From an optimization exercise on the open Yosys and OpenROAD flow, aimed at a short achievable clock period and few clock cycles; shortcuts taken in it are not production practice.
The RTL was checked by simulation tests, not by an equivalence proof against the original design.
Power is estimated from default activity; no workload was simulated.

==> flow/run.sh <==
#!/bin/bash
# synth_recipe.tcl (not shown) runs the flow's synth.tcl, then flattens the netlist and writes it again
# the make line also repeats each setting of config.mk as NAME=value (left out here)
make -C /OpenROAD-flow-scripts/flow DESIGN_CONFIG=/design/flow/config.mk WORK_HOME=/design/flow/orfs CLKGATE_MAP_FILE= SYNTH_SCRIPT=/design/flow/synth_recipe.tcl finish
==> flow/config.mk <==
export PLATFORM = sky130hd
export DESIGN_NAME = multicycle_core
export DESIGN_NICKNAME = multicycle_core
export VERILOG_FILES = /design/flow/design.v
export SDC_FILE = /design/flow/constraint.sdc
export NUM_CORES = 4
export LEC_CHECK = 0
export ABC_CLOCK_PERIOD_IN_PS = 2000
export CAP_MARGIN = 20
export CORE_MARGIN = 2
export CORE_UTILIZATION = 30
export PLACE_DENSITY = 0.45
export SETUP_SLACK_MARGIN = 3.5
export SLEW_MARGIN = 20
==> flow/constraint.sdc <==
create_clock -name core_clock -period 6.0 [get_ports {clk}]
set_input_delay 1.2000 -clock core_clock [delete_from_list [all_inputs] [get_ports {clk}]]
set_output_delay 1.2000 -clock core_clock [all_outputs]
set_load 0.01 [all_outputs]
==> flow/design.v <==
package core_pkg;
  localparam logic [5:0] OP_RTYPE = 6'b000000;
  localparam logic [5:0] OP_ADDI  = 6'b001000;
  localparam logic [5:0] OP_LW    = 6'b100011;
  localparam logic [5:0] OP_SW    = 6'b101011;
  localparam logic [5:0] OP_BEQ   = 6'b000100;
  localparam logic [5:0] OP_BNE   = 6'b000101;
  localparam logic [5:0] OP_J     = 6'b000010;
  localparam logic [5:0] FN_ADD   = 6'b100000;
  localparam logic [5:0] FN_SUB   = 6'b100010;
  localparam logic [5:0] FN_AND   = 6'b100100;
  localparam logic [5:0] FN_OR    = 6'b100101;
  localparam logic [5:0] FN_SLT   = 6'b101010;
  localparam logic [5:0] FN_SLL   = 6'b000000;
  localparam logic [5:0] FN_SRL   = 6'b000010;
  localparam int S_ADD = 0;
  localparam int S_SUB = 1;
  localparam int S_AND = 2;
  localparam int S_OR  = 3;
  localparam int S_SLT = 4;
  localparam int S_SLL = 5;
  localparam int S_SRL = 6;
endpackage
import core_pkg::*;
module core_alu (
  input  logic [31:0] a,
  input  logic [31:0] b,
  input  logic [31:0] bn,
  input  logic [31:0] ao,
  input  logic [31:0] bo,
  input  logic [4:0]  shamt,
  output logic [223:0] r
);
  function automatic logic [31:0] ks_add(input logic [31:0] x, input logic [31:0] z, input logic cin);
    logic [31:0] g, p, gg, pp, gn, pn;
    g = x & z;
    p = x ^ z;
    gg = g;
    gg[0] = g[0] | (p[0] & cin);
    pp = p;
    for (int d = 1; d < 32; d = d * 2) begin
      gn = gg;
      pn = pp;
      for (int i = d; i < 32; i++) begin
        gn[i] = gg[i] | (pp[i] & gg[i-d]);
        pn[i] = pp[i] & pp[i-d];
      end
      gg = gn;
      pp = pn;
    end
    ks_add = p ^ {gg[30:0], cin};
  endfunction
  logic [31:0] diff;
  assign diff = ks_add(a, bn, 1'b1);
  assign r[32*S_ADD +: 32] = ks_add(a, b, 1'b0);
  assign r[32*S_SUB +: 32] = diff;
  assign r[32*S_AND +: 32] = ao & bo;
  assign r[32*S_OR +: 32] = ao | bo;
  assign r[32*S_SLT +: 32] = {31'd0, (ao[31] ^ bo[31]) ? ao[31] : diff[31]};
  assign r[32*S_SLL +: 32] = bo << shamt;
  assign r[32*S_SRL +: 32] = bo >> shamt;
endmodule
import core_pkg::*;
module multicycle_core #(
  parameter int                ADDR_W   = 32,
  parameter logic [ADDR_W-1:0] RESET_PC = '0
) (
  input  logic              clk,
  input  logic              rst,
  output logic              imem_req,
  output logic [ADDR_W-1:0] imem_addr,
  input  logic              imem_ready,
  input  logic [31:0]       imem_rdata,
  output logic              dmem_req,
  output logic              dmem_we,
  output logic [ADDR_W-1:0] dmem_addr,
  output logic [31:0]       dmem_wdata,
  input  logic              dmem_ready,
  input  logic [31:0]       dmem_rdata,
  output logic [ADDR_W-1:0] pc_out,
  output logic [31:0]       alu_result,
  output logic              retire,
  output logic              halted
);
  localparam bit SHIFT_EN = 1'b1;
  localparam int NB = 8;   
  logic [29:0] pc, rp;
  logic req_q, pend, stop_q;
  logic [NB-1:0] bt_v;
  localparam int TW = 14;   
  logic [TW-1:0] bt_pc [NB];
  logic [29:0] bt_tgt [NB];
  logic [2:0] bt_ptr;   
  logic bw_en;
  logic [29:0] bw_pc, bw_tgt;
  logic d_valid, d_btb, d_bthit, d_legal, d_ptaken, d_same, d_zcase, d_brx;
  logic [4:0] d_zr;
  logic d_zfa, d_zmb, d_rz, d_rk;
  logic [31:0] d_rs_oh, d_rt_oh;   
  logic [31:0] d_ir;
  logic [29:0] d_target;   
  logic [16:0] d_lo;
  logic [31:0] d_nimm;   
  logic [29:0] d_pc, d_pc4, d_btgt;
  logic e_valid, e_halt, e_rwe, e_load, e_store, e_br, e_beq, e_pred, e_btb, e_bad, e_misp;
  logic [6:0] e_sel;
  logic [4:0] e_sh, e_wa;
  logic [31:0] e_a, e_b, e_bn, e_st;
  logic [31:0] e_ao, e_bo;
  logic [29:0] e_npc, e_altpc, e_pc, e_tgt, e_seq, e_pc4, e_btgt;
  logic e_dir, e_zk, e_zero;   
  logic m_valid, m_halt, m_req, m_we, m_load, m_rwe, m_mis, m_late;
  logic [4:0] m_wa;
  logic [31:0] m_res, m_wdata;
  logic [29:0] m_npc, m_redir, m_pc;
  logic [31:0] rf [1:31];
  logic [31:0] rz;   
  logic [31:0] rk;
  logic retire_q, halted_q;
  logic [29:0] pc_out_q;
  logic [31:0] alu_q;
  logic m_busy, m_kill, pc_free, f_fire;
  logic [29:0] m_next;
  assign pc_free = !req_q || imem_ready;
  assign f_fire = req_q && imem_ready;
  assign m_busy = m_req && !dmem_ready;
  assign m_next = m_mis ? m_redir : m_npc;
  assign m_kill = m_busy || (m_valid && m_late);
  logic [31:0] alu_y;
  logic [223:0] alu_r;
  function automatic logic [31:0] pick(input logic [6:0] s, input logic [223:0] r,
                                       input logic de, input logic [31:0] d);
    pick = {32{de}} & d;
    for (int k = 0; k < 7; k++) pick = pick | ({32{s[k]}} & r[32*k +: 32]);
  endfunction
  logic eq, taken, mispred, mis_late, flush_e;
  logic [29:0] e_redir;
  core_alu u_alu (.a(e_a), .b(e_b), .bn(e_bn), .ao(e_ao), .bo(e_bo), .shamt(e_sh), .r(alu_r));
  assign alu_y = pick(e_sel, alu_r, 1'b0, 32'd0);
  assign eq = e_ao == e_bo;
  assign taken = e_beq ? eq : !eq;
  assign e_npc = e_dir ? e_tgt : e_seq;
  assign e_altpc = e_dir ? e_pc4 : e_tgt;
  assign e_bad = e_btb && e_dir && e_btgt != e_tgt;
  assign mis_late = e_valid && ((e_br && (taken != e_pred)) || (e_bad && !e_misp));
  assign mispred = (e_valid && e_misp) || mis_late;
  assign flush_e = e_valid && e_misp && !m_kill;
  assign e_redir = !e_misp && e_bad && (!e_br || taken) ? e_tgt : e_altpc;
  logic [5:0] op, fn;
  logic [4:0] rs, rt, rd, sh, wa;
  logic [31:0] simm, rs_val, rt_val, wb_data, b_val;
  logic [29:0] d_jt, d_seq;
  logic [13:0] d_hip, d_him;
  assign d_hip = d_pc[29:16] + 14'd1;
  assign d_him = d_pc[29:16] - 14'd1;
  assign d_target = {d_ir[15] ? (d_lo[16] ? d_pc[29:16] : d_him) : (d_lo[16] ? d_hip : d_pc[29:16]), d_lo[15:0]};
  logic is_r, is_addi, is_lw, is_sw, is_beq, is_bne, is_j, is_shift, legal;
  logic uses_rs, uses_rt, rwe, brx, pred, ptaken, lu_stall, d_adv, d_redirect, d_halt, wb_en;
  logic fa, fb, bt_ins, d_res, d_eq, dir;
  assign op = d_ir[31:26];
  assign rs = d_ir[25:21];
  assign rt = d_ir[20:16];
  assign rd = d_ir[15:11];
  assign sh = d_ir[10:6];
  assign fn = d_ir[5:0];
  assign simm = {{16{d_ir[15]}}, d_ir[15:0]};
  assign is_r = op == OP_RTYPE;
  assign is_addi = op == OP_ADDI;
  assign is_lw = op == OP_LW;
  assign is_sw = op == OP_SW;
  assign is_beq = op == OP_BEQ;
  assign is_bne = op == OP_BNE;
  assign is_j = op == OP_J;
  assign is_shift = is_r && (fn == FN_SLL || fn == FN_SRL);
  assign legal = d_legal;
  assign uses_rs = !is_j && !is_shift;
  assign uses_rt = is_r || is_sw || is_beq || is_bne;
  assign wa = is_r ? rd : rt;
  assign rwe = (is_r || is_addi || is_lw) && wa != 5'd0;
  assign brx = d_brx;
  assign pred = is_bne ? rs != rt : rs == rt;
  assign ptaken = d_ptaken;
  assign d_jt = {d_pc4[29:26], d_ir[25:0]};
  assign d_seq = is_j ? d_jt : d_pc4;
  assign wb_en = m_valid && m_rwe;
  assign wb_data = m_load ? dmem_rdata : m_res;
  function automatic logic [31:0] rf_read(input logic [31:0] oh);
    rf_read = '0;
    for (int i = 1; i < 32; i++) rf_read = rf_read | ({32{oh[i]}} & rf[i]);
  endfunction
  assign rs_val = (wb_en && m_wa == rs && rs != 5'd0) ? wb_data : rf_read(d_rs_oh);
  assign rt_val = (wb_en && m_wa == rt && rt != 5'd0) ? wb_data : rf_read(d_rt_oh);
  assign fa = e_valid && e_rwe && e_wa == rs;
  assign fb = e_valid && e_rwe && e_wa == rt;
  assign b_val = pick(fb ? e_sel : 7'd0, alu_r, !fb, rt_val);
  logic use_imm;
  assign use_imm = !(is_r || is_beq || is_bne);
  logic [4:0] zr;
  logic zfa, zmb;
  assign zr = d_zr;
  assign zfa = d_zfa;
  assign zmb = d_zmb;
  function automatic logic [3:0] zflags(input logic [4:0] z);
    logic zm, rzv, rkv;
    zm = (m_valid && m_halt) ? (m_valid && m_rwe && m_wa == z) : (e_rwe && e_wa == z);
    rzv = (wb_en && m_wa == z) ? m_res == 32'd0 : rz[z];
    rkv = (wb_en && m_wa == z) ? !m_load : rk[z];
    zflags = {d_valid && !lu_stall && d_legal && rwe && wa == z, zm, rzv, rkv};
  endfunction
  logic [3:0] zf_f, zf_d;
  logic zfa_n, zmb_n, rz_n, rk_n;
  assign zf_f = zflags(f_zr);
  assign zf_d = zflags(d_zr);
  assign {zfa_n, zmb_n, rz_n, rk_n} = d_load ? zf_f : {1'b0, zf_d[2:0]};
  always_comb begin
    d_res = 1'b0;
    d_eq = 1'b0;
    if (d_same) begin
      d_res = 1'b1;
      d_eq = 1'b1;
    end else if (d_zcase) begin
      if (zfa) begin
        d_res = e_zk;
        d_eq = e_zero;
      end else if (zmb) begin
        d_res = !m_load;
        d_eq = m_res == 32'd0;
      end else begin
        d_res = d_rk;
        d_eq = d_rz;
      end
    end
    if (!brx) d_res = 1'b0;
  end
  assign dir = d_res ? (is_beq ? d_eq : !d_eq) : ptaken;
  assign lu_stall = e_valid && e_load && e_rwe && ((uses_rs && rs == e_wa) || (uses_rt && rt == e_wa));
  assign d_adv = d_valid && !m_kill && !flush_e && !lu_stall;
  assign d_redirect = d_valid && d_legal && (dir != d_btb) && !flush_e;
  assign d_halt = d_adv && !d_legal;
  logic eqk, eq_pre;
  assign eqk = !fa && !fb && !(wb_en && m_load && ((m_wa == rs && rs != 5'd0) || (m_wa == rt && rt != 5'd0)));
  assign eq_pre = rs_val == rt_val;
  assign bt_ins = d_valid && d_legal && dir && !d_btb;
  logic [5:0] f_op, f_fn;
  logic f_r, f_shift, f_legal, f_ptaken;
  assign f_op = imem_rdata[31:26];
  assign f_fn = imem_rdata[5:0];
  assign f_r = f_op == OP_RTYPE;
  assign f_shift = f_fn == FN_SLL || f_fn == FN_SRL;
  assign f_legal = f_r ? (f_fn == FN_ADD || f_fn == FN_SUB || f_fn == FN_AND || f_fn == FN_OR || f_fn == FN_SLT || (SHIFT_EN && f_shift))
                       : f_op == OP_ADDI || f_op == OP_LW || f_op == OP_SW || f_op == OP_BEQ || f_op == OP_BNE || f_op == OP_J;
  function automatic logic [16:0] ks16(input logic [15:0] x, input logic [15:0] z, input logic cin);
    logic [15:0] g, p, gg, pp, gn, pn;
    g = x & z;
    p = x ^ z;
    gg = g;
    gg[0] = g[0] | (p[0] & cin);
    pp = p;
    for (int d = 1; d < 16; d = d * 2) begin
      gn = gg;
      pn = pp;
      for (int i = d; i < 16; i++) begin
        gn[i] = gg[i] | (pp[i] & gg[i-d]);
        pn[i] = pp[i] & pp[i-d];
      end
      gg = gn;
      pp = pn;
    end
    ks16 = {gg[15], p ^ {gg[14:0], cin}};
  endfunction
  logic [16:0] f_lo;
  assign f_lo = ks16(pc[15:0], imem_rdata[15:0], 1'b1);
  logic f_same, f_zcase;
  logic [4:0] f_zr;
  assign f_same = imem_rdata[25:21] == imem_rdata[20:16];
  assign f_zcase = imem_rdata[25:21] == 5'd0 || imem_rdata[20:16] == 5'd0;
  assign f_zr = imem_rdata[20:16] == 5'd0 ? imem_rdata[25:21] : imem_rdata[20:16];
  logic f_brx;
  assign f_brx = (f_op == OP_BEQ || f_op == OP_BNE) && imem_rdata[15:0] != 16'd0;
  assign f_ptaken = f_brx && (f_op == OP_BNE ? !f_same : f_same);
  logic take, redirect_now, bt_hit;
  logic [29:0] redirect_pc, pc4, bt_out;
  always_comb begin
    bt_hit = 1'b0;
    bt_out = '0;
    for (int i = 0; i < NB; i++)
      if (bt_v[i] && bt_pc[i] == pc[TW-1:0]) begin
        bt_hit = 1'b1;
        bt_out = bt_out | bt_tgt[i];
      end
  end
  assign pc4 = pc + 30'd1;
  assign redirect_now = m_kill || flush_e || d_redirect;
  assign redirect_pc = m_kill ? m_next : flush_e ? e_altpc : dir ? d_target : d_seq;
  assign take = !m_kill && !flush_e && (!d_valid || d_adv) && f_fire && !d_redirect && !d_halt && !pend && !stop_q;
  assign imem_req = req_q;
  assign imem_addr = {pc, 2'b00};
  assign dmem_req = m_req;
  assign dmem_we = m_we;
  assign dmem_addr = m_res;
  assign dmem_wdata = m_wdata;
  assign pc_out = {pc_out_q, 2'b00};
  assign alu_result = alu_q;
  assign retire = retire_q;
  assign halted = halted_q;
  always_ff @(posedge clk or negedge rst) begin
    if (!rst) begin
      pc <= RESET_PC[31:2];
      rp <= '0;
      req_q <= 1'b1;
      pend <= 1'b0;
      stop_q <= 1'b0;
    end else begin
      if (redirect_now) rp <= redirect_pc;
      pend <= !pc_free && (pend || redirect_now);
      if (pc_free) begin
        if (redirect_now) pc <= redirect_pc;
        else if (pend) pc <= rp;
        else if (take) pc <= bt_hit ? bt_out : imem_rdata[31:26] == OP_J ? {pc4[29:26], imem_rdata[25:0]} : pc4;
      end
      if (m_kill) stop_q <= 1'b0;
      else if (d_halt) stop_q <= 1'b1;
      if (m_valid && m_halt && pc_free) req_q <= 1'b0;
    end
  end
  always_ff @(posedge clk or negedge rst) begin
    if (!rst) begin
      bt_v <= '0;
      bt_ptr <= '0;
    end else if (bw_en) begin
      bt_v[bt_ptr] <= 1'b1;
      bt_ptr <= bt_ptr + 1'b1;
    end
  end
  always_ff @(posedge clk) begin
    if (bw_en) begin
      bt_pc[bt_ptr] <= bw_pc[TW-1:0];
      bt_tgt[bt_ptr] <= bw_tgt;
    end
  end
  always_ff @(posedge clk or negedge rst) begin
    if (!rst) bw_en <= 1'b0;
    else bw_en <= bt_ins;
  end
  always_ff @(posedge clk) begin
    bw_pc <= d_pc;
    bw_tgt <= d_target;
  end
  logic d_load;
  assign d_load = !(d_valid && lu_stall);
  always_ff @(posedge clk or negedge rst) begin
    if (!rst) begin
      d_valid <= 1'b0;
      d_btb <= 1'b0;
      d_bthit <= 1'b0;
      d_legal <= 1'b0;
      d_ptaken <= 1'b0;
      d_brx <= 1'b0;
      d_same <= 1'b0;
      d_zcase <= 1'b0;
      d_zr <= '0;
      d_zfa <= 1'b0;
      d_zmb <= 1'b0;
      d_rz <= 1'b0;
      d_rk <= 1'b0;
      d_rs_oh <= '0;
      d_rt_oh <= '0;
    end else begin
      if (m_kill || flush_e) d_valid <= 1'b0;
      else if (!d_valid || d_adv) d_valid <= take;
      d_zfa <= zfa_n;
      d_zmb <= zmb_n;
      d_rz <= rz_n;
      d_rk <= rk_n;
      if (d_load) begin
        d_btb <= bt_hit;
        d_bthit <= bt_hit;
        d_legal <= f_legal;
        d_ptaken <= f_ptaken;
        d_brx <= f_brx;
        d_same <= f_same;
        d_zcase <= f_zcase;
        d_zr <= f_zr;
        d_rs_oh <= 32'd1 << imem_rdata[25:21];
        d_rt_oh <= 32'd1 << imem_rdata[20:16];
      end else if (d_redirect) begin
        d_btb <= dir;
      end
    end
  end
  always_ff @(posedge clk or negedge rst) begin
    if (!rst) begin
      d_ir <= '0;
      d_pc <= '0;
      d_pc4 <= '0;
      d_btgt <= '0;
      d_lo <= '0;
      d_nimm <= '0;
    end else if (d_load) begin
      d_ir <= imem_rdata;
      d_pc <= pc;
      d_pc4 <= pc4;
      d_btgt <= bt_out;
      d_lo <= f_lo;
      d_nimm <= -{{16{imem_rdata[15]}}, imem_rdata[15:0]};
    end
  end
  always_ff @(posedge clk or negedge rst) begin
    if (!rst) begin
      e_valid <= 1'b0;
      e_halt <= 1'b0;
      e_rwe <= 1'b0;
      e_load <= 1'b0;
      e_store <= 1'b0;
      e_br <= 1'b0;
      e_misp <= 1'b0;
      e_btb <= 1'b0;
    end else begin
      e_valid <= d_adv;
      e_halt <= !legal;
      e_rwe <= d_adv && legal && rwe;
      e_load <= d_adv && legal && is_lw;
      e_store <= d_adv && legal && is_sw;
      e_br <= d_adv && legal && brx && !d_res && !eqk;
      e_misp <= d_adv && legal && brx && !d_res && eqk && ((is_beq ? eq_pre : !eq_pre) != ptaken);
      e_btb <= d_adv && legal && d_bthit && d_btb;
    end
  end
  always_ff @(posedge clk or negedge rst) begin
    if (!rst) begin
      e_beq <= 1'b0;
      e_pred <= 1'b0;
      e_sel <= '0;
      e_sh <= '0;
      e_wa <= '0;
      e_dir <= 1'b0;
      e_btgt <= '0;
      e_zk <= 1'b0;
      e_zero <= 1'b0;
      e_tgt <= '0;
      e_seq <= '0;
      e_pc4 <= '0;
      e_pc <= '0;
    end else begin
      e_beq <= is_beq;
      e_pred <= pred;
      e_sel[S_ADD] <= !is_r || fn == FN_ADD;
      e_sel[S_SUB] <= is_r && fn == FN_SUB;
      e_sel[S_AND] <= is_r && fn == FN_AND;
      e_sel[S_OR]  <= is_r && fn == FN_OR;
      e_sel[S_SLT] <= is_r && fn == FN_SLT;
      e_sel[S_SLL] <= is_r && fn == FN_SLL;
      e_sel[S_SRL] <= is_r && fn == FN_SRL;
      e_sh <= sh;
      e_wa <= wa;
      e_dir <= dir;
      e_btgt <= d_btgt;
      e_zk <= is_addi && !fa && !(wb_en && m_load && m_wa == rs && rs != 5'd0);
      e_zero <= rs_val == d_nimm;
      e_tgt <= d_target;
      e_seq <= d_seq;
      e_pc4 <= d_pc4;
      e_pc <= d_pc;
    end
  end
  logic [6:0] sa, sb;
  logic ha, hb, mo;
  assign mo = !(is_r && (fn == FN_ADD || fn == FN_SUB));
  assign sa = fa ? e_sel : 7'd0;
  assign ha = !fa;
  assign sb = fb ? e_sel : 7'd0;
  assign hb = !fb;
  always_ff @(posedge clk) begin
    e_a <= pick(sa, alu_r, ha, rs_val);
    e_b <= pick(use_imm ? 7'd0 : sb, alu_r, use_imm || hb, use_imm ? simm : rt_val);
    e_bn <= ~pick(sb, alu_r, hb, rt_val);
    e_st <= pick(sb, alu_r, hb, rt_val);
    e_ao <= pick(mo ? sa : 7'd0, alu_r, mo && ha, rs_val);
    e_bo <= pick(mo ? sb : 7'd0, alu_r, mo && hb, rt_val);
  end
  logic m_hold;
  assign m_hold = m_busy || (m_valid && m_halt);
  always_ff @(posedge clk or negedge rst) begin
    if (!rst) begin
      m_valid <= 1'b0;
      m_halt <= 1'b0;
      m_req <= 1'b0;
      m_we <= 1'b0;
      m_rwe <= 1'b0;
      m_late <= 1'b0;
    end else if (!m_hold) begin
      m_valid <= e_valid && !m_kill;
      m_halt <= e_valid && e_halt && !m_kill;
      m_req <= (e_load || e_store) && !m_kill;
      m_we <= e_store && !m_kill;
      m_rwe <= e_rwe && !m_kill;
      m_late <= mis_late && !m_kill;
    end
  end
  always_ff @(posedge clk) m_res <= pick(m_hold ? 7'd0 : e_sel, alu_r, m_hold, m_res);
  always_ff @(posedge clk or negedge rst) begin
    if (!rst) begin
      m_load <= 1'b0;
      m_wa <= '0;
      m_wdata <= '0;
      m_npc <= '0;
      m_redir <= '0;
      m_mis <= 1'b0;
      m_pc <= '0;
    end else if (!m_hold) begin
      m_load <= e_load;
      m_wa <= e_wa;
      m_wdata <= e_st;
      m_npc <= e_npc;
      m_redir <= e_redir;
      m_mis <= mispred;
      m_pc <= e_pc;
    end
  end
  always_ff @(posedge clk or negedge rst) begin
    if (!rst) begin
      for (int i = 1; i < 32; i++) rf[i] <= '0;
    end else if (m_rwe && !m_busy) begin
      rf[m_wa] <= wb_data;
    end
  end
  always_ff @(posedge clk or negedge rst) begin
    if (!rst) begin
      rz <= '1;
      rk <= '1;
    end else if (m_rwe && !m_busy) begin
      rz[m_wa] <= m_res == 32'd0;
      rk[m_wa] <= !m_load;
    end
  end
  always_ff @(posedge clk or negedge rst) begin
    if (!rst) begin
      retire_q <= 1'b0;
      halted_q <= 1'b0;
    end else begin
      retire_q <= m_valid && !m_halt && !m_busy;
      if (m_valid && m_halt && pc_free) halted_q <= 1'b1;
    end
  end
  always_ff @(posedge clk or negedge rst) begin
    if (!rst) begin
      pc_out_q <= '0;
      alu_q <= '0;
    end else if (!m_busy && m_valid && !halted_q) begin
      pc_out_q <= m_halt ? m_pc : m_next;
      alu_q <= m_res;
    end
  end
endmodule
==> results.json, run 1 <==
{
  "cts_made_buffers": 283,
  "largest_register_ffs": 992,
  "synth.avg_cell_area_um2": 10.1,
  "drc_errors": 0,
  "r2r_slack_ns": 2.59,
  "cp_max_fo": 4,
  "met2_usage_pct": 46.3,
  "min_period_ns": 3.41,
  "leakage_nw": 64.5,
  "nets": 12500,
  "drive_gt1_share_pct": 31.9,
  "clk_pin_slew_worst_paths_ns": 0.06,
  "fp.coreArea_um2": 373000,
  "die-area_um2": 380000,
  "cts_max_path_buffers": 4,
  "grt_setup_unrepaired": "yes",
  "multiInputGateArea_um2": 58100,
  "syn2layout_area_growth_pct": 37.8,
  "grt-ovfl-total": 0,
  "dieWidth_um": 616,
  "ant_nets": 0,
  "grt_pass1_wl_um": 866000,
  "grt_max_degree": 161,
  "timing.fmax_ghz": 0.294,
  "path_class": "flip-flop to flip-flop",
  "use_met3_pct": 10.1,
  "syn_area_um2": 113000,
  "drt-initial-drc-count": 16000,
  "cts_hold_buffers": 0,
  "synth.most_common_cell": "dfrtp_1",
  "syn_inst": 11100,
  "synth_top_cell_by_area": "dfrtp_1",
  "portBuffers": 228,
  "die_h_um": 616,
  "netlist.area_leader.share_pct": 37.6,
  "layout_worst_path_cycle_share_pct": 56.8,
  "power_per_cell_area_nw_per_um2": 303,
  "seqCellArea_um2": 60500,
  "initial_utilization_pct": 30.2,
  "startpoint_type": "flip-flop",
  "cp-startpoint": "e_a[0]",
  "gp_congestion": 0.956,
  "worstPathArrival_ns": 4.18,
  "synth_ff_type": "dfrtp_1",
  "slew_headroom_pct": 26.1,
  "status": "complete, no violations",
  "yosysSeqAreaShare_pct": 53.3,
  "hold_path_class": "primary input to async pin",
  "yosysUniqueCellTypes": 99,
  "via_per_inst": 6.18,
  "worstReg2RegStart": "e_a[0]",
  "grt_usage_pct": 32.5,
  "cp_data_required_time_ns": 6.78,
  "worst_clock_skew_ns": 0.103,
  "drt-total-wl_um": 646000,
  "synthArstFlopShare_pct": 73.9,
  "root_buffer": "clkbuf_16",
  "end_kind": "flip-flop",
  "dp_cells": 15800,
  "antenna_found_initial": 59,
  "maxCapViolCount": 0,
  "top_register": "rf",
  "num_vias": 108000,
  "synth-warning-count": 3,
  "tightestPinTransition_ns": 1.11,
  "cts_tree": "built",
  "fillerInstances": 35500,
  "top_regs": "rf (992), bt_tgt (240), bt_pc (112)",
  "synth_area_leaders": "dfrtp_1, edfxtp_1, a21oi_1, dfxtp_1, nor2_1",
  "htreeDepth": 5,
  "synth_edf_count": 352,
  "cts.sinks": 2375,
  "rows": 224,
  "wl_per_cell_um": 37.0,
  "clkLatencyLatePin_ns": 0.98,
  "yosys_register_bits": 2375,
  "hold_violations": 0,
  "dp_hpwl_um": 376000,
  "grt_pass1_vias": 101000,
  "slew_violations": 0,
  "finalSetupTns_ns": 0,
  "grt.busiest_layer": "met2",
  "dr.pass1.iters": 10,
  "setup_viol_count_final": 0,
  "met1_usage_pct": 41.7,
  "stdcell_count": 17500,
  "synthTopCellsByCount": "dfrtp_1, nor2_1, a21oi_1",
  "io_pins": 233,
  "ir_worst_vdd_mv": 0.248
}
==> cell type report <==
| class | count | share of cell area (%) |
|---|---|---|
| flip-flops and latches | 2375 | 39.0 |
| well taps | 4972 | 4.01 |
| inverters | 167 | 0.455 |
| repair buffers | 1688 | 12.9 |
| multi-input cells | 7706 | 37.5 |
| diodes | 44 | 0.0710 |
| clock buffers | 399 | 5.22 |
| clock inverters | 104 | 0.778 |
==> metal layers <==
metal  vias to the layer above  routed length (um)
met3                      2323               75700
met4                        26               57500
met1                     54400              247000
met5                         -                 181
li1                      43200                   -
met2                      7860              265000
==> what timing repair did <==
item	CTS	global route
resized for setup	2569	887
buffers inserted	758	217
cloned	108	29
endpoints found under the setup margin	1978	1414
pin swaps	348	348
==> worst max-delay path, cell delays in order, from the launching register on <==
cell	delay, ns
dfxtp_4	0.38
ha_4	0.18
fa_2	0.24
a211oi_2	0.08
o211ai_1	0.47
nand4_1	0.19
buf_6	0.19
a311oi_4	0.30
buf_6	0.17
o41ai_4	0.07
buf_4	0.18
mux2i_4	0.18
and2_4	0.17
a2111oi_4	0.20
buf_6	0.19
a21oi_2	0.05
==> stage by stage <==
stage	setup WS [ns]	util, %	hold WS, ns	area (um2)	total power [W]
final	2.59	41.6	0.213	155000	0.0469
after global routing	2.57	41.6	0.195	155000	0.0482
after CTS	2.65	39.9	0.184	149000	0.0459
after detailed placement	1.33	33.0	0.360	123000	0.0266
after global placement	1.37	33.0	0.358	123000	0.0265
after floorplan	2.77	-	0.352	115000	0.0229
==> cells in the final DEF (no fill, tap or decap), drive strengths merged, types with 158 or more instances in the layout <==
cell / count
nand2: 1058
inv: 183
a221oi: 376
o21ai: 364
a21oi: 1245
clkbuf: 420
mux2i: 220
ha: 158
buf: 1591
dfxtp: 268
dfrtp: 1690
a22oi: 326
xnor2: 237
edfxtp: 352
nor2: 1416
a22o: 390
nand4: 192
==> logic make-up (layout without fill, tap and decap cells) <==
kind of cell	count (synthesis)	after routing	synth area share, %
AOI/OAI and AO/OA	3393	3398	20.2
and+or+nand+nor	3340	3366	13.1
DFF	2375	2375	53.3
buffers and inverters	1067	2358	3.77
muxes	438	439	5.17
xor gates and xnor gates	338	338	2.63
adders and majority gates	161	161	1.81
other	1	48	0.00333
==> where the power goes <==
group | switching, W | total [W] | internal, W
Clock | 0.00756 | 0.0178 | 0.0103
Sequential | 0.00193 | 0.0201 | 0.0182
Combinational | 0.00515 | 0.00901 | 0.00386
Total | 0.0146 | 0.0469 | 0.0323
==> final timing paths <==
path,to,cells past startpoint
min,rf[28][5],1
min reg2reg,e_btgt[25],0
min in group core_clock,e_btgt[25],0
max in group asynchronous,e_tgt[25],3
max,e_b[28],15
max reg2reg,e_b[28],15
Testbench counts, summed over its fixed seeds: cycles 32,312.
==> inputs of run 2 (changes only) <==
--- a/flow/config.mk
+++ b/flow/config.mk
@@ -10,5 +10,5 @@
 export CORE_MARGIN = 2
 export CORE_UTILIZATION = 30
 export PLACE_DENSITY = 0.45
-export SETUP_SLACK_MARGIN = 3.5
+export SETUP_SLACK_MARGIN = 3.0
 export SLEW_MARGIN = 20
==> run 2 against run 1 <==
  * Global-route usage decreased by 1.6 points
  * Die area unchanged
  * Sequential share of layout area is 2.5 points higher
  * Count of clock-buffer cells in the layout rose by 35
  * Largest cell class unchanged
  * Critical path depth is 8 lower
  * Synthesized area did not move
  * Design area decreased by 6.0%
  * Final cell count fell by 2.4%
  * Combinational power is 16% lower
  * Hold slack worse by 0.011 ns
  * Power is 2.7% lower
  * Fmax is 0.84% higher
==> results.json, run 2 <==
{
  "drt-total-wl_um": 617000,
  "antenna_found_initial": 54,
  "hold_path_class": "primary input to async pin",
  "worstPathArrival_ns": 4.11,
  "cts_hold_buffers": 0,
  "power_frac_seq_pct": 44.1,
  "fin_util_pct": 39.1,
  "cts_tree": "built",
  "drt-initial-drc-count": 16300,
  "synth_edf_count": 352,
  "yosysSeqAreaShare_pct": 53.3,
  "via_per_inst": 6.13,
  "cp_data_required_time_ns": 6.73,
  "yosysUniqueCellTypes": 99,
  "combPwrFrac_pct": 16.6,
  "die-area_um2": 380000,
  "mostFrequentLayoutCells": "dfrtp_1, nor2_1, a21oi_1",
  "layout_setup_ws_ns": 2.62,
  "critPathMaxStageDelay_ns": 0.57,
  "clkLatencyLatePin_ns": 0.97,
  "dieWidth_um": 616,
  "ant_nets": 0,
  "critPathTopFamily": "compound AO/OA/AOI/OAI gates",
  "worst_clock_skew_ns": 0.125,
  "p_int_w": 0.0316,
  "synth.avg_cell_area_um2": 10.1,
  "grt.busiest_layer": "met2",
  "slew_violations": 0,
  "nets": 12000,
  "synth_area_leaders": "dfrtp_1, edfxtp_1, a21oi_1, dfxtp_1, nor2_1",
  "cts_max_path_buffers": 4,
  "grt_setup_unrepaired": "yes",
  "largest_register_ffs": 992,
  "startpoint_type": "flip-flop",
  "layout_worst_path_cycle_share_pct": 56.3,
  "top_regs": "rf (992), bt_tgt (240), bt_pc (112)",
  "place_ws_ns": 1.02,
  "worstPathCellList": "buf_12, mux4_2, mux4_2, o211ai_1, o221ai_2, a21oi_4, o211ai_1",
  "grt-ovfl-total": 0,
  "hold_violations": 0,
  "swShare_pct": 30.9,
  "synth.most_common_cell": "dfrtp_1",
  "clk_pin_slew_worst_paths_ns": 0.06,
  "synth_ff_type": "dfrtp_1",
  "dp_hpwl_um": 377000,
  "num_vias": 104000,
  "leakage_nw": 60.0,
  "met2_usage_pct": 44.6,
  "die_h_um": 616,
  "power.net_switching_w": 0.0141,
  "syn_area_um2": 113000,
  "synth-warning-count": 3,
  "grt_pass1_wl_um": 828000,
  "wl_per_cell_um": 36.2,
  "io_pins": 233,
  "dr.pass1.iters": 10,
  "gp_congestion": 0.970,
  "end_kind": "flip-flop",
  "rr_worst_depth": 7,
  "r2r-end": "e_a[29]",
  "portBuffers": 228,
  "fillerInstances": 36300,
  "layout_commonest_cell": "dfrtp_1",
  "rows": 224,
  "fp.coreArea_um2": 373000,
  "min_period_ns": 3.38,
  "grt_max_degree": 161,
  "worstReg2RegStart": "e_sh[0]",
  "cts.sinks": 2375,
  "status": "complete, no violations",
  "drive_gt1_share_pct": 24.6,
  "synthArstFlopShare_pct": 73.9,
  "ir_worst_vdd_mv": 0.230,
  "root_buffer": "clkbuf_16",
  "finalSetupTns_ns": 0,
  "initial_utilization_pct": 30.2,
  "syn_inst": 11100,
  "use_met3_pct": 8.50,
  "grt_usage_pct": 30.9,
  "synth_top_cell_by_area": "dfrtp_1",
  "tightestPinTransition_ns": 1.20,
  "crit_buf_inv": 1,
  "syn2layout_area_growth_pct": 29.5,
  "maxCapViolCount": 0,
  "clockPowerShare_pct": 39.3,
  "cp_max_fo": 6,
  "netlist.area_leader.share_pct": 37.6,
  "slew_headroom_pct": 19.9,
  "top_register": "rf",
  "r2r_slack_ns": 2.62,
  "timing.fmax_ghz": 0.296,
  "htreeDepth": 5,
  "yosys_register_bits": 2375,
  "grt_pass1_vias": 98100,
  "met1_usage_pct": 40.8,
  "setup_viol_count_final": 0,
  "synthTopCellsByCount": "dfrtp_1, nor2_1, a21oi_1",
  "power_per_cell_area_nw_per_um2": 313,
  "cp_slowest_cell": "mux4_2",
  "cts_made_buffers": 285,
  "path_class": "flip-flop to flip-flop",
  "drc_errors": 0
}
## run 2: cell types whose count changed in the layout (fill, tap and decap cells not counted), sizes merged, moves of 5 or more
cell / previous run / this run
clkinv: 60 / 48
bufbuf: 12 / 4
dlymetal6s2s: 1 / 6
buf: 1591 / 1056
inv: 183 / 174
clkbuf: 420 / 453
nand2: 1058 / 1045
diode: 44 / 25
dlygate4sd2: 3 / 147
## run 2: stage by stage
step                      power [W]  instance area (um2)  hold slack (ns)  instances
after floorplan              0.0228               113000            0.350      11100
after global placement       0.0266               122000            0.357      15800
after detailed placement     0.0267               122000            0.361      15800
after CTS                    0.0452               141000            0.181      16800
after global routing         0.0470               146000            0.201      17000
final                        0.0457               146000            0.202      17000
## run 2: cell families after synthesis
kind of cell / after synthesis / share of synthesized area [%]
compound gates: 3393 / 20.2
xor+xnor: 338 / 2.63
fa+ha+maj: 161 / 1.81
buf+inv: 1067 / 3.77
flops: 2375 / 53.3
mux: 438 / 5.17
other cells: 1 / 0.00333
simple gates: 3340 / 13.1
## run 2: layer usage
metal / up-vias / share of wire (%)
met1: 52700 / 39
li1: 42300 / -
met3: 1871 / 11
met5: - / 0.053
met2: 7494 / 42
met4: 26 / 7.8
## run 2: worst reg2reg max path: cells and delay by family, from the launching register on
kind	cells	cell delay, ns
flops	1	0.53
mux	2	1.06
buf+inv	1	0.17
compound gates	4	1.40
## run 2: worst max path at each step
| stage | from | endpoint | cells past startpoint |
|---|---|---|---|
| finish | e_sh[0] | e_a[29] | 7 |
| global route | e_a[0] | e_ao[26] | 15 |
| CTS | e_sh[0] | e_a[29] | 7 |
| detailed placement | e_bo[25] | m_redir[9] | 11 |
| global placement | e_bo[25] | m_redir[10] | 11 |
| floorplan | imem_rdata[4] | d_nimm[17] | 9 |
## run 2: area by class of cell
| class | count | area [um2] | share of cell area [%] |
|---|---|---|---|
| antenna | 25 | 62.6 | 0.0429 |
| clock buffer | 434 | 8440 | 5.79 |
| clock inverter | 79 | 1040 | 0.717 |
| inverter | 167 | 682 | 0.468 |
| multi-input combinational | 7689 | 55000 | 37.8 |
| sequential | 2375 | 60500 | 41.5 |
| tap | 4972 | 6220 | 4.27 |
| timing repair buffer | 1295 | 13800 | 9.46 |
## run 2: repair_timing
item | 4_1_cts | 5_1_grt
endpoints found under the setup margin | 1658 | 902
resized for setup | 1311 | 652
cloned | 28 | 22
buffers inserted | 448 | 178
pin swaps | 188 | 267
## run 2: power by group through the flow
| stage | Sequential (W) | Clock, W | Combinational [W] |
|---|---|---|---|
| CTS | 0.0201 | 0.0181 | 0.00700 |
| floorplan | 0.0194 | 0 | 0.00339 |
| finish | 0.0201 | 0.0179 | 0.00759 |
| global placement | 0.0206 | 0 | 0.00606 |
| detailed placement | 0.0206 | 0 | 0.00606 |
| global route | 0.0203 | 0.0187 | 0.00800 |
==> inputs of run 3 (changes only) <==
--- a/flow/config.mk
+++ b/flow/config.mk
@@ -12,3 +12,4 @@
 export PLACE_DENSITY = 0.45
 export SETUP_SLACK_MARGIN = 3.0
 export SLEW_MARGIN = 20
+export TNS_END_PERCENT = 30
==> run 3 against run 2 <==
  * Clock power hardly changed
  * Die area did not move
  * Utilization fell by 0.12 points
  * Clock skew fell by 0.045 ns
  * Register-to-register slack got worse by 0.06 ns
  * Flip-flop and latch count unchanged
  * Critical endpoint is now e_b[15]
==> results.json, run 3 <==
{
  "status": "complete, no violations",
  "top_regs": "rf (992), bt_tgt (240), bt_pc (112)",
  "hold_violations": 0,
  "cts_made_buffers": 285,
  "grt_max_degree": 159,
  "cts_tree": "built",
  "grt_setup_unrepaired": "yes",
  "drc_errors": 0,
  "die_h_um": 616,
  "synth_area_leaders": "dfrtp_1, edfxtp_1, a21oi_1, dfxtp_1, nor2_1",
  "path_class": "flip-flop to flip-flop",
  "dp_hpwl_um": 381000,
  "slew_violations": 0,
  "combPwrFrac_pct": 16.8,
  "grt_usage_pct": 30.9,
  "htreeDepth": 5,
  "root_buffer": "clkbuf_16",
  "layout_setup_ws_ns": 2.56,
  "clk_pin_slew_worst_paths_ns": 0.07,
  "drt-total-wl_um": 610000,
  "cp_max_fo": 6,
  "power.net_switching_w": 0.0141,
  "synth_fa_ha_area_share_pct": 1.81,
  "syn2layout_area_growth_pct": 29.1,
  "route.met3.wl_um": 66200,
  "synth-simple-area-share_pct": 13.1,
  "swShare_pct": 30.6,
  "layout_commonest_cell": "dfrtp_1",
  "antenna_found_initial": 51,
  "p_int_w": 0.0320,
  "cts_max_path_buffers": 4,
  "worstReg2RegStart": "e_sh[1]",
  "drt-initial-drc-count": 16200,
  "synth_compound_area_share_pct": 20.2,
  "synth_edf_count": 352,
  "maxCapViolCount": 0,
  "grt_pass1_wl_um": 830000,
  "dr.pass1.iters": 10,
  "largest_register_ffs": 992,
  "yosysUniqueCellTypes": 99,
  "r2r_slack_ns": 2.56,
  "ir_worst_vdd_mv": 0.248,
  "stdcell_count": 17000,
  "startpoint_type": "flip-flop",
  "cp_data_required_time_ns": 6.77,
  "leakage_nw": 60.0,
  "ant_nets": 0,
  "power_per_cell_area_nw_per_um2": 318,
  "grt_pass1_vias": 98800,
  "synth.area.mux_share_pct": 5.17,
  "finalSetupTns_ns": 0,
  "wl_met2_um": 256000,
  "dieWidth_um": 616,
  "grt-ovfl-total": 0,
  "top_register": "rf",
  "via_per_inst": 6.09,
  "holdWs_ns": 0.150,
  "wl_per_cell_um": 35.8,
  "synth.avg_cell_area_um2": 10.1,
  "initial_utilization_pct": 30.2,
  "top_layer": "met5",
  "min_period_ns": 3.44,
  "num_vias": 104000,
  "hold_path_class": "primary input to async pin",
  "fp.coreArea_um2": 373000,
  "synth.most_common_cell": "dfrtp_1",
  "synth-xor-area-share_pct": 2.63,
  "worstPathArrival_ns": 4.21,
  "io_pins": 233,
  "gp_congestion": 0.987,
  "netlist.area_leader.share_pct": 37.6,
  "power_frac_seq_pct": 43.6,
  "rows": 224,
  "drive_gt1_share_pct": 23.6,
  "place_ws_ns": 1.33,
  "mostFrequentLayoutCells": "dfrtp_1, nor2_1, a21oi_1",
  "fillerInstances": 36300,
  "clkLatencyLatePin_ns": 0.97,
  "timing.fmax_ghz": 0.291,
  "dp_cells": 15800,
  "syn_area_um2": 113000,
  "portBuffers": 228,
  "end_kind": "flip-flop",
  "nets": 12000,
  "tightestPinTransition_ns": 1.25,
  "cp-startpoint": "e_sh[1]",
  "die-area_um2": 380000,
  "setup_viol_count_final": 0,
  "cts.sinks": 2375,
  "synth_top_cell_by_area": "dfrtp_1",
  "synthTopCellsByCount": "dfrtp_1, nor2_1, a21oi_1",
  "synth_top_family_by_area": "compound AO/OA/AOI/OAI gates",
  "synthArstFlopShare_pct": 73.9,
  "yosysSeqAreaShare_pct": 53.3,
  "synth-warning-count": 3,
  "fin_util_pct": 39.0,
  "yosys_register_bits": 2375,
  "layout_worst_path_cycle_share_pct": 57.3,
  "syn_inst": 11100,
  "slew_headroom_pct": 16.2,
  "clockPowerShare_pct": 39.6,
  "synth_ff_type": "dfrtp_1",
  "m1WireLength_um": 241000,
  "worst_clock_skew_ns": 0.0798
}
==> run 3: cell families after synthesis <==
logic type | after synthesis
other cells | 1
xor+xnor | 338
simple gates | 3340
mux | 438
flops | 2375
fa+ha+maj | 161
compound gates | 3393
buf+inv | 1067
==> run 3: final timing paths <==
check	end	cells after the start
setup / recovery	e_b[15]	15
hold / removal	bt_v[4]	1
setup reg to reg	e_b[15]	15
hold reg to reg	e_btgt[20]	0
max in group asynchronous	d_rt_oh[15]	3
min in group core_clock	e_btgt[20]	0
==> run 3: layout make-up <==
class / count / area, um2 / area share, %
Timing Repair Buffer: 1287 / 14100 / 9.69
Clock buffer: 409 / 8210 / 5.65
Antenna cell: 20 / 50.0 / 0.0345
Sequential cell: 2375 / 60400 / 41.6
Clock inverter: 110 / 1430 / 0.985
Multi-Input combinational cell: 7685 / 54200 / 37.3
Inverter: 167 / 656 / 0.451
Tap cell: 4972 / 6220 / 4.28
==> run 3: repair_timing <==
item                        CTS  global route
setup buffers               434           179
resized for setup          1099           472
setup endpoints to repair  1705          1434
pin swaps                   217           192
hold buffers                  0             0
gates cloned                 42             7
==> run 3: through the flow <==
| step | power [W] | cell area, um2 |
|---|---|---|
| after floorplan | 0.0228 | 113000 |
| after global placement | 0.0266 | 122000 |
| after detailed placement | 0.0267 | 122000 |
| after CTS | 0.0457 | 141000 |
| after global routing | 0.0475 | 145000 |
| final | 0.0461 | 145000 |
==> run 3: power groups by stage <==
stage	registers (W)	clock network (W)	logic (W)
after floorplan	0.0194	0	0.00339
after global placement	0.0205	0	0.00609
after detailed placement	0.0206	0	0.00610
after CTS	0.0201	0.0184	0.00717
after global routing	0.0203	0.0191	0.00818
final	0.0201	0.0182	0.00776
==> run 3: worst max-delay path, cell delays in order, from the launching register on <==
cell and delay, ns:
dfrtp_4 0.49, buf_12 0.15, buf_12 0.14, buf_12 0.14
buf_16 0.13, buf_6 0.12, mux4_2 0.32, buf_6 0.15
mux4_2 0.48, nand2_2 0.09, a21oi_2 0.06, a311o_1 0.39
a211oi_2 0.16, buf_4 0.17, o21a_4 0.21, a21oi_1 0.08
==> run 3: layer usage <==
metal,track usage [%],up-vias
met5,0.0884,-
met2,45.2,7181
met4,18.8,32
met1,40.7,52300
met3,8.29,1883
li1,-,42300
==> inputs of run 4 (changes only) <==
--- a/flow/config.mk
+++ b/flow/config.mk
@@ -10,6 +10,5 @@
 export CORE_MARGIN = 2
 export CORE_UTILIZATION = 30
 export PLACE_DENSITY = 0.45
-export SETUP_SLACK_MARGIN = 3.0
+export SETUP_SLACK_MARGIN = 2.7
 export SLEW_MARGIN = 20
-export TNS_END_PERCENT = 30
==> run 4 against run 3 <==
  * Die area did not move
  * Global-route usage fell by 0.90 points
  * Clock power fell by 2%
  * Non-clock buffer count fell by 309
  * Routed wire length fell by 2.9%
  * Via count fell by 1.6%
  * Synthesized area did not move
  * Power fell by 2.8%
  * Fmax fell by 5.4%
  * Register-to-register slack got worse by 0.20 ns
==> results.json, run 4 <==
{
  "status": "complete, no violations",
  "drt-initial-drc-count": 15800,
  "path_class": "flip-flop to flip-flop",
  "worstPathArrival_ns": 4.45,
  "syn_area_um2": 113000,
  "root_buffer": "clkbuf_16",
  "htreeDepth": 5,
  "drive_gt1_share_pct": 18.4,
  "layout_worst_path_cycle_share_pct": 60.6,
  "dp_hpwl_um": 376000,
  "synth_top_cell_by_area": "dfrtp_1",
  "fin_util_pct": 37.3,
  "setup_viol_count_final": 0,
  "ir_worst_vdd_mv": 0.211,
  "cts_max_path_buffers": 4,
  "syn2layout_area_growth_pct": 23.5,
  "portBuffers": 228,
  "power_frac_seq_pct": 44.9,
  "swShare_pct": 30.4,
  "initial_utilization_pct": 30.2,
  "power_per_cell_area_nw_per_um2": 323,
  "tightestPinTransition_ns": 1.20,
  "grt_setup_unrepaired": "yes",
  "grt_max_degree": 171,
  "clkLatencyLatePin_ns": 0.96,
  "clockPowerShare_pct": 39.7,
  "top_regs": "rf (992), bt_tgt (240), bt_pc (112)",
  "slew_violations": 0,
  "gp_congestion": 0.954,
  "power.net_switching_w": 0.0136,
  "yosys_register_bits": 2375,
  "grt_pass1_wl_um": 806000,
  "grt-ovfl-total": 0,
  "layout_commonest_cell": "dfrtp_1",
  "worst_clock_skew_ns": 0.0872,
  "largest_register_ffs": 992,
  "synth.most_common_cell": "dfrtp_1",
  "p_int_w": 0.0312,
  "synth_area_leaders": "dfrtp_1, edfxtp_1, a21oi_1, dfxtp_1, nor2_1",
  "timing.fmax_ghz": 0.275,
  "place_area_um2": 122000,
  "ant_nets": 0,
  "io_pins": 233,
  "end_kind": "flip-flop",
  "wl_per_cell_um": 35.4,
  "cp_data_required_time_ns": 6.81,
  "syn_inst": 11100,
  "via_per_inst": 6.11,
  "hold_path_class": "primary input to async pin",
  "grt_usage_pct": 30.0,
  "antenna_found_initial": 49,
  "die-area_um2": 380000,
  "grt_pass1_vias": 96000,
  "cts_hold_buffers": 0,
  "nets": 11700,
  "yosysSeqAreaShare_pct": 53.3,
  "top_register": "rf",
  "final_cell_area_um2": 139000,
  "mostFrequentLayoutCells": "dfrtp_1, nor2_1, a21oi_1",
  "leakage_nw": 56.9,
  "combPwrFrac_pct": 15.4,
  "finalSetupTns_ns": 0,
  "hold_violations": 0,
  "maxCapViolCount": 0,
  "fp.coreArea_um2": 373000,
  "synthTopCellsByCount": "dfrtp_1, nor2_1, a21oi_1",
  "cts.sinks": 2375,
  "synth-warning-count": 3,
  "cts_tree": "built",
  "synthArstFlopShare_pct": 73.9,
  "startpoint_type": "flip-flop",
  "die_h_um": 616,
  "fillerInstances": 36800,
  "synth_ff_type": "dfrtp_1",
  "min_period_ns": 3.64,
  "slew_headroom_pct": 19.4,
  "cp_max_fo": 12,
  "drt-total-wl_um": 592000,
  "dr.pass1.iters": 13,
  "synth_edf_count": 352,
  "num_vias": 102000,
  "yosysUniqueCellTypes": 99,
  "cts_made_buffers": 284,
  "dieWidth_um": 616,
  "drc_errors": 0,
  "synth.avg_cell_area_um2": 10.1,
  "clk_pin_slew_worst_paths_ns": 0.06,
  "rows": 224,
  "netlist.area_leader.share_pct": 37.6
}
## run 4: cell counts after synthesis
No cell type changed its count.
## run 4: final cells by class
type | instances | area [um2] | area share, %
flip-flops and latches | 2375 | 60300 | 43.4
multi-input cells | 7679 | 51900 | 37.4
repair buffers | 978 | 10300 | 7.43
clock buffers | 429 | 8420 | 6.06
well taps | 4972 | 6220 | 4.48
clock inverters | 86 | 993 | 0.715
inverters | 167 | 649 | 0.467
diodes | 27 | 67.6 | 0.0486
## run 4: metal layers
layer  GRT usage (%)  part of all wire [%]  vias to the layer above
met5           0.139                 0.041                        -
met4            16.4                   6.9                       30
met3            8.15                    11                     1860
met2            44.0                    42                     7024
met1            40.1                    40                    51600
li1                -                     -                    41600
## run 4: logic make-up (layout without fill, tap and decap cells)
logic type / count (synthesis) / after routing / synth area share, %
other: 1 / 31 / 0.00333
XOR/XNOR: 338 / 338 / 2.63
multiplexers: 438 / 438 / 5.17
flip-flops: 2375 / 2375 / 53.3
AND/OR/NAND/NOR: 3340 / 3342 / 13.1
adder cells (fa/ha/maj): 161 / 161 / 1.81
AO/OA/AOI/OAI: 3393 / 3396 / 20.2
buffers and inverters: 1067 / 1660 / 3.77
## run 4: what timing repair did
item                       in CTS  in global routing
setup endpoints to repair     988                338
gates resized for setup       554                287
pin swaps                      65                124
buffers inserted              207                106
cloned                         13                 11
## run 4: stage by stage
stage / hold slack [ns] / setup slack (ns) / total power, W / cells
2_1_floorplan: 0.350 / 2.70 / 0.0228 / 11100
3_3_place_gp: 0.355 / 0.777 / 0.0265 / 15800
3_5_place_dp: 0.358 / 0.906 / 0.0266 / 15800
4_1_cts: 0.157 / 2.54 / 0.0448 / 16600
5_1_grt: 0.184 / 2.42 / 0.0463 / 16700
6_report: 0.174 / 2.36 / 0.0449 / 16700
## run 4: critical path, cell delays in order (launching register included)
cell      delay [ns]
dfrtp_4         0.63
buf_4           0.44
buf_4           0.33
a221oi_1        0.13
and4_1          0.25
a31oi_2         0.43
and3_1          0.25
o22ai_1         0.10
nor4_2          0.29
buf_4           0.15
nand4_1         0.28
mux2i_1         0.20
## run 4: worst paths after layout
path | startpoint | depth (start not counted) | to | slack (ns)
hold / removal | rst | 1 | d_rs_oh[7] | 0.17
setup / recovery | d_rt_oh[24] | 11 | e_misp | 2.36
min in group core_clock | d_btgt[23] | 0 | e_btgt[23] | 0.37
max in group asynchronous | rst | 4 | m_wdata[15] | 4.05
hold reg to reg | d_btgt[23] | 0 | e_btgt[23] | 0.37
setup reg to reg | d_rt_oh[24] | 11 | e_misp | 2.36
## run 4: power by group through the flow
stage / sequential, W / combinational [W] / clock [W]
after detailed placement: 0.0205 / 0.00606 / 0
after global routing: 0.0203 / 0.00735 / 0.0186
final: 0.0201 / 0.00692 / 0.0178
after floorplan: 0.0194 / 0.00337 / 0
after global placement: 0.0205 / 0.00602 / 0
after CTS: 0.0201 / 0.00665 / 0.0180
==> inputs of run 5 (changes only) <==
--- a/flow/design.v
+++ b/flow/design.v
@@ -28,7 +28,7 @@
   input  logic [31:0] bn,
   input  logic [31:0] ao,
   input  logic [31:0] bo,
-  input  logic [4:0]  shamt,
+  input  logic [9:0]  shsel,   
   output logic [223:0] r
 );
   function automatic logic [31:0] ks_add(input logic [31:0] x, input logic [31:0] z, input logic cin);
@@ -57,8 +57,20 @@
   assign r[32*S_AND +: 32] = ao & bo;
   assign r[32*S_OR +: 32] = ao | bo;
   assign r[32*S_SLT +: 32] = {31'd0, (ao[31] ^ bo[31]) ? ao[31] : diff[31]};
-  assign r[32*S_SLL +: 32] = bo << shamt;
-  assign r[32*S_SRL +: 32] = bo >> shamt;
+  function automatic logic [31:0] shl(input logic [31:0] x, input logic [9:0] s);
+    logic [31:0] y1, y2;
+    y1 = ({32{s[0]}} & x) | ({32{s[1]}} & (x << 1)) | ({32{s[2]}} & (x << 2)) | ({32{s[3]}} & (x << 3));
+    y2 = ({32{s[4]}} & y1) | ({32{s[5]}} & (y1 << 4)) | ({32{s[6]}} & (y1 << 8)) | ({32{s[7]}} & (y1 << 12));
+    shl = ({32{s[8]}} & y2) | ({32{s[9]}} & (y2 << 16));
+  endfunction
+  function automatic logic [31:0] shr(input logic [31:0] x, input logic [9:0] s);
+    logic [31:0] y1, y2;
+    y1 = ({32{s[0]}} & x) | ({32{s[1]}} & (x >> 1)) | ({32{s[2]}} & (x >> 2)) | ({32{s[3]}} & (x >> 3));
+    y2 = ({32{s[4]}} & y1) | ({32{s[5]}} & (y1 >> 4)) | ({32{s[6]}} & (y1 >> 8)) | ({32{s[7]}} & (y1 >> 12));
+    shr = ({32{s[8]}} & y2) | ({32{s[9]}} & (y2 >> 16));
+  endfunction
+  assign r[32*S_SLL +: 32] = shl(bo, shsel);
+  assign r[32*S_SRL +: 32] = shr(bo, shsel);
 endmodule
 import core_pkg::*;
 module multicycle_core #(
@@ -104,7 +116,8 @@
   logic [29:0] d_pc, d_pc4, d_btgt;
   logic e_valid, e_halt, e_rwe, e_load, e_store, e_br, e_beq, e_pred, e_btb, e_bad, e_misp;
   logic [6:0] e_sel;
-  logic [4:0] e_sh, e_wa;
+  logic [4:0] e_wa;
+  logic [9:0] e_sh;   
   logic [31:0] e_a, e_b, e_bn, e_st;
   logic [31:0] e_ao, e_bo;
   logic [29:0] e_npc, e_altpc, e_pc, e_tgt, e_seq, e_pc4, e_btgt;
@@ -135,7 +148,7 @@
   endfunction
   logic eq, taken, mispred, mis_late, flush_e;
   logic [29:0] e_redir;
-  core_alu u_alu (.a(e_a), .b(e_b), .bn(e_bn), .ao(e_ao), .bo(e_bo), .shamt(e_sh), .r(alu_r));
+  core_alu u_alu (.a(e_a), .b(e_b), .bn(e_bn), .ao(e_ao), .bo(e_bo), .shsel(e_sh), .r(alu_r));
   assign alu_y = pick(e_sel, alu_r, 1'b0, 32'd0);
   assign eq = e_ao == e_bo;
   assign taken = e_beq ? eq : !eq;
@@ -451,7 +464,7 @@
       e_sel[S_SLT] <= is_r && fn == FN_SLT;
       e_sel[S_SLL] <= is_r && fn == FN_SLL;
       e_sel[S_SRL] <= is_r && fn == FN_SRL;
-      e_sh <= sh;
+      e_sh <= {sh[4], !sh[4], 4'd1 << sh[3:2], 4'd1 << sh[1:0]};
       e_wa <= wa;
       e_dir <= dir;
       e_btgt <= d_btgt;
--- a/flow/config.mk
+++ b/flow/config.mk
@@ -10,5 +10,5 @@
 export CORE_MARGIN = 2
 export CORE_UTILIZATION = 30
 export PLACE_DENSITY = 0.45
-export SETUP_SLACK_MARGIN = 2.7
+export SETUP_SLACK_MARGIN = 3.0
 export SLEW_MARGIN = 20
==> run 5 against run 4 <==
  * Still clean
  * Synthesized area increased by 0.30%
  * Clock skew increased by 0.016 ns
  * First-iteration DRC count is 7.4% higher
  * Via count up 5.0%
  * Synthesized cell count increased by 3.4%
  * Final cell count rose by 4.6%
  * Utilization is 1.6 points higher
  * Hold slack improved by 0.074 ns
  * Routed wire length is 7.5% higher
  * Clock power is essentially flat
  * Sequential power decreased by 3%
  * Setup slack better by 0.25 ns
  * Largest power group unchanged
==> results.json, run 5 <==
{
  "slew_headroom_pct": 20.9,
  "grt_usage_pct": 32.3,
  "slew_violations": 0,
  "drt-initial-drc-count": 17000,
  "maxCapViolCount": 0,
  "synth.most_common_cell": "dfrtp_1",
  "power_frac_seq_pct": 43.7,
  "layout_setup_ws_ns": 2.62,
  "cts.sinks": 2380,
  "via_per_inst": 6.13,
  "finalSetupTns_ns": 0,
  "dieWidth_um": 617,
  "drc_errors": 0,
  "cp_slowest_cell": "a311o_2",
  "synth_top_cell_by_area": "dfrtp_1",
  "critPathTopFamily": "compound AO/OA/AOI/OAI gates",
  "htreeDepth": 5,
  "r2r_slack_ns": 2.62,
  "clkLatencyLatePin_ns": 0.97,
  "dp_hpwl_um": 406000,
  "path_depth": 11,
  "synthArstFlopShare_pct": 73.9,
  "timing.fmax_ghz": 0.296,
  "crit_top_cell": "o31a_1",
  "synthTopCellsByCount": "dfrtp_1, nor2_1, a21oi_1",
  "ant_nets": 0,
  "drt-total-wl_um": 637000,
  "cp-startpoint": "e_a[1]",
  "cp_max_fo": 4,
  "layout_commonest_cell": "dfrtp_1",
  "startpoint_type": "flip-flop",
  "rows": 225,
  "fp.coreArea_um2": 375000,
  "synth-warning-count": 3,
  "ir_worst_vdd_mv": 0.261,
  "cts_max_path_buffers": 4,
  "path_class": "flip-flop to flip-flop",
  "gp_congestion": 0.994,
  "tightestPinTransition_ns": 1.18,
  "hold_violations": 0,
  "syn_area_um2": 113000,
  "die_h_um": 617,
  "grt_pass1_vias": 102000,
  "setup_viol_count_final": 0,
  "hold_path_class": "primary input to async pin",
  "yosysUniqueCellTypes": 96,
  "top_regs": "rf (992), bt_tgt (240), bt_pc (112)",
  "drive_gt1_share_pct": 22.5,
  "mostFrequentLayoutCells": "dfrtp_1, nor2_1, a21oi_1",
  "netlist.area_leader.share_pct": 37.6,
  "r2r-end": "e_b[21]",
  "worstPathCellList": "ha_4, nor2b_4, o31a_1, o31a_1, buf_4, o2111ai_4, a211oi_2, or3_1, a311o_2, a21oi_4, a21oi_1",
  "yosysSeqAreaShare_pct": 53.2,
  "synth_ff_type": "dfrtp_1",
  "grt-ovfl-total": 0,
  "dr.pass1.iters": 12,
  "swShare_pct": 30.5,
  "p_int_w": 0.0310,
  "grt_pass1_wl_um": 864000,
  "syn_inst": 11500,
  "antenna_found_initial": 61,
  "min_period_ns": 3.38,
  "critPathMaxStageDelay_ns": 0.51,
  "crit_buf_inv": 1,
  "io_pins": 233,
  "place_ws_ns": 1.15,
  "grt_max_degree": 159,
  "clk_pin_slew_worst_paths_ns": 0.06,
  "synth_edf_count": 352,
  "leakage_nw": 59.8,
  "combPwrFrac_pct": 15.8,
  "crit_end": "e_b[21]",
  "portBuffers": 228,
  "top_register": "rf",
  "rr_worst_depth": 11,
  "nets": 12500,
  "wl_per_cell_um": 36.4,
  "root_buffer": "clkbuf_16",
  "num_vias": 107000,
  "die-area_um2": 381000,
  "end_kind": "flip-flop",
  "yosys_register_bits": 2380,
  "cts_made_buffers": 285,
  "worst_clock_skew_ns": 0.103,
  "power_per_cell_area_nw_per_um2": 306,
  "cp_data_required_time_ns": 6.79,
  "worstPathArrival_ns": 4.18,
  "worstReg2RegStart": "e_a[1]",
  "power.net_switching_w": 0.0136,
  "synth.avg_cell_area_um2": 9.82,
  "initial_utilization_pct": 30.1,
  "layout_worst_path_cycle_share_pct": 56.3,
  "synth_area_leaders": "dfrtp_1, edfxtp_1, a21oi_1, a22oi_1, nor2_1",
  "syn2layout_area_growth_pct": 29.1,
  "largest_register_ffs": 992,
  "clockPowerShare_pct": 40.5,
  "status": "complete, no violations",
  "grt_setup_unrepaired": "yes",
  "cts_tree": "built"
}
[run 5: cell types whose count changed in the layout (fill, tap and decap cells not counted), sizes merged, moves of 44 or more]
cell	previous run	this run
a221oi	376	208
a22o	390	248
a22oi	326	747
and2	34	78
buf	734	1154
clkdlybuf4s50	217	53
dlygate4sd2	6	148
mux4	103	26
nand2	1044	1124
nand3	134	202
nor2	1414	1480
nor4	84	147
[run 5: logic make-up (layout without fill, tap and decap cells)]
logic type	count (synthesis)	in the layout	synth area share, %
muxes	339	339	3.44
and+or+nand+nor	3590	3597	14.0
other	1	35	0.00332
AOI/OAI and AO/OA	3563	3563	20.9
xor gates and xnor gates	358	358	2.78
DFF	2380	2380	53.2
adders and majority gates	161	161	1.80
buffers and inverters	1103	2058	3.82
[run 5: power by group through the flow]
| stage | combinational, W | sequential (W) | clock (W) |
|---|---|---|---|
| after floorplan | 0.00308 | 0.0190 | 0 |
| final | 0.00707 | 0.0195 | 0.0181 |
| after CTS | 0.00669 | 0.0195 | 0.0182 |
| after global placement | 0.00550 | 0.0200 | 0 |
| after global routing | 0.00739 | 0.0197 | 0.0189 |
| after detailed placement | 0.00550 | 0.0201 | 0 |
[run 5: layout make-up]
class / instances / area (um2)
Fill cell: 36700 / 229000
Sequential cell: 2380 / 60500
Multi-Input combinational cell: 8022 / 54000
Timing Repair Buffer: 1380 / 14800
Clock buffer: 407 / 8270
Tap cell: 4994 / 6250
Clock inverter: 103 / 1190
Inverter: 167 / 669
Antenna cell: 31 / 77.6
Timing Repair inverter: 1 / 8.76
[run 5: worst min path at each step]
stage	start	endpoint	slack [ns]	cells after the start
final	rst	rf[17][5]	0.25	1
after global routing	rst	rf[13][5]	0.30	1
after CTS	rst	rf[13][5]	0.29	1
after detailed placement	d_btgt[29]	e_btgt[29]	0.36	0
after global placement	d_btgt[16]	e_btgt[16]	0.36	0
after floorplan	d_btgt[13]	e_btgt[13]	0.35	0
[run 5: layer usage]
metal / global-route usage, % / routed length, um / vias up
li1: - / - / 43600
met1: 41.5 / 245000 / 53800
met2: 47.2 / 266000 / 7683
met3: 8.53 / 70300 / 2002
met4: 22.4 / 54700 / 16
met5: 0.0126 / 148 / -
[run 5: stage by stage]
step | hold slack, ns | cell area [um2] | total power, W | std cells | util (%)
final | 0.249 | 146000 | 0.0447 | 17500 | 38.9
after global placement | 0.358 | 123000 | 0.0255 | 16200 | 32.8
after detailed placement | 0.361 | 123000 | 0.0256 | 16200 | 32.9
after global routing | 0.302 | 146000 | 0.0459 | 17500 | 38.9
after CTS | 0.289 | 143000 | 0.0444 | 17400 | 38.2
after floorplan | 0.350 | 113000 | 0.0220 | 11500 | -
[run 5: repair_timing]
| item | in CTS | in global routing |
|---|---|---|
| resized for setup | 1359 | 350 |
| endpoints found under the setup margin | 1601 | 601 |
| setup buffers | 576 | 86 |
| cloned | 27 | 6 |
| pin swaps | 301 | 207 |
| hold buffers | 0 | 0 |
Testbench counts of run 5, summed over its fixed seeds: cycles 32,312.

## afterwards: timing with drivers on the ports
Ports are ideal in the flow. The routed layouts listed here were re-timed in OpenROAD.
Step 1 sets driving cells, clkbuf_16 on the clock port and buf_2 on the other inputs (assumed; they add their load-dependent delay and slew).
Step 2 also shifts input and output timing later by t, the mid clock arrival at the registers, as if the neighbouring blocks saw the same clock.
Three values: no drivers, after step 1, after step 2; two values: the first two.
run | shift t [ns] | slack for setup (ns) | worst setup path after step 2 | worst data-port slew with drivers (ns)
run 1 | 1.046 | 2.595 / 2.595 / 1.962 | input to register | 0.35
run 2 | 1.024 | 2.623 / 2.623 / 1.907 | input to register | 0.16
run 3 | 1.026 | 2.561 / 2.561 / 1.808 | input to register | 0.20
run 4 | 1.016 | 2.364 / 2.364 / 1.467 | input to register | 0.27
run 5 | 1.007 | 2.619 / 2.619 / 1.813 | input to register | 0.33
After both steps every run listed still meets setup and hold. The setup slack of run 4, which loses most, moves by 0.000 ns with the drivers and by -0.897 ns with both steps.
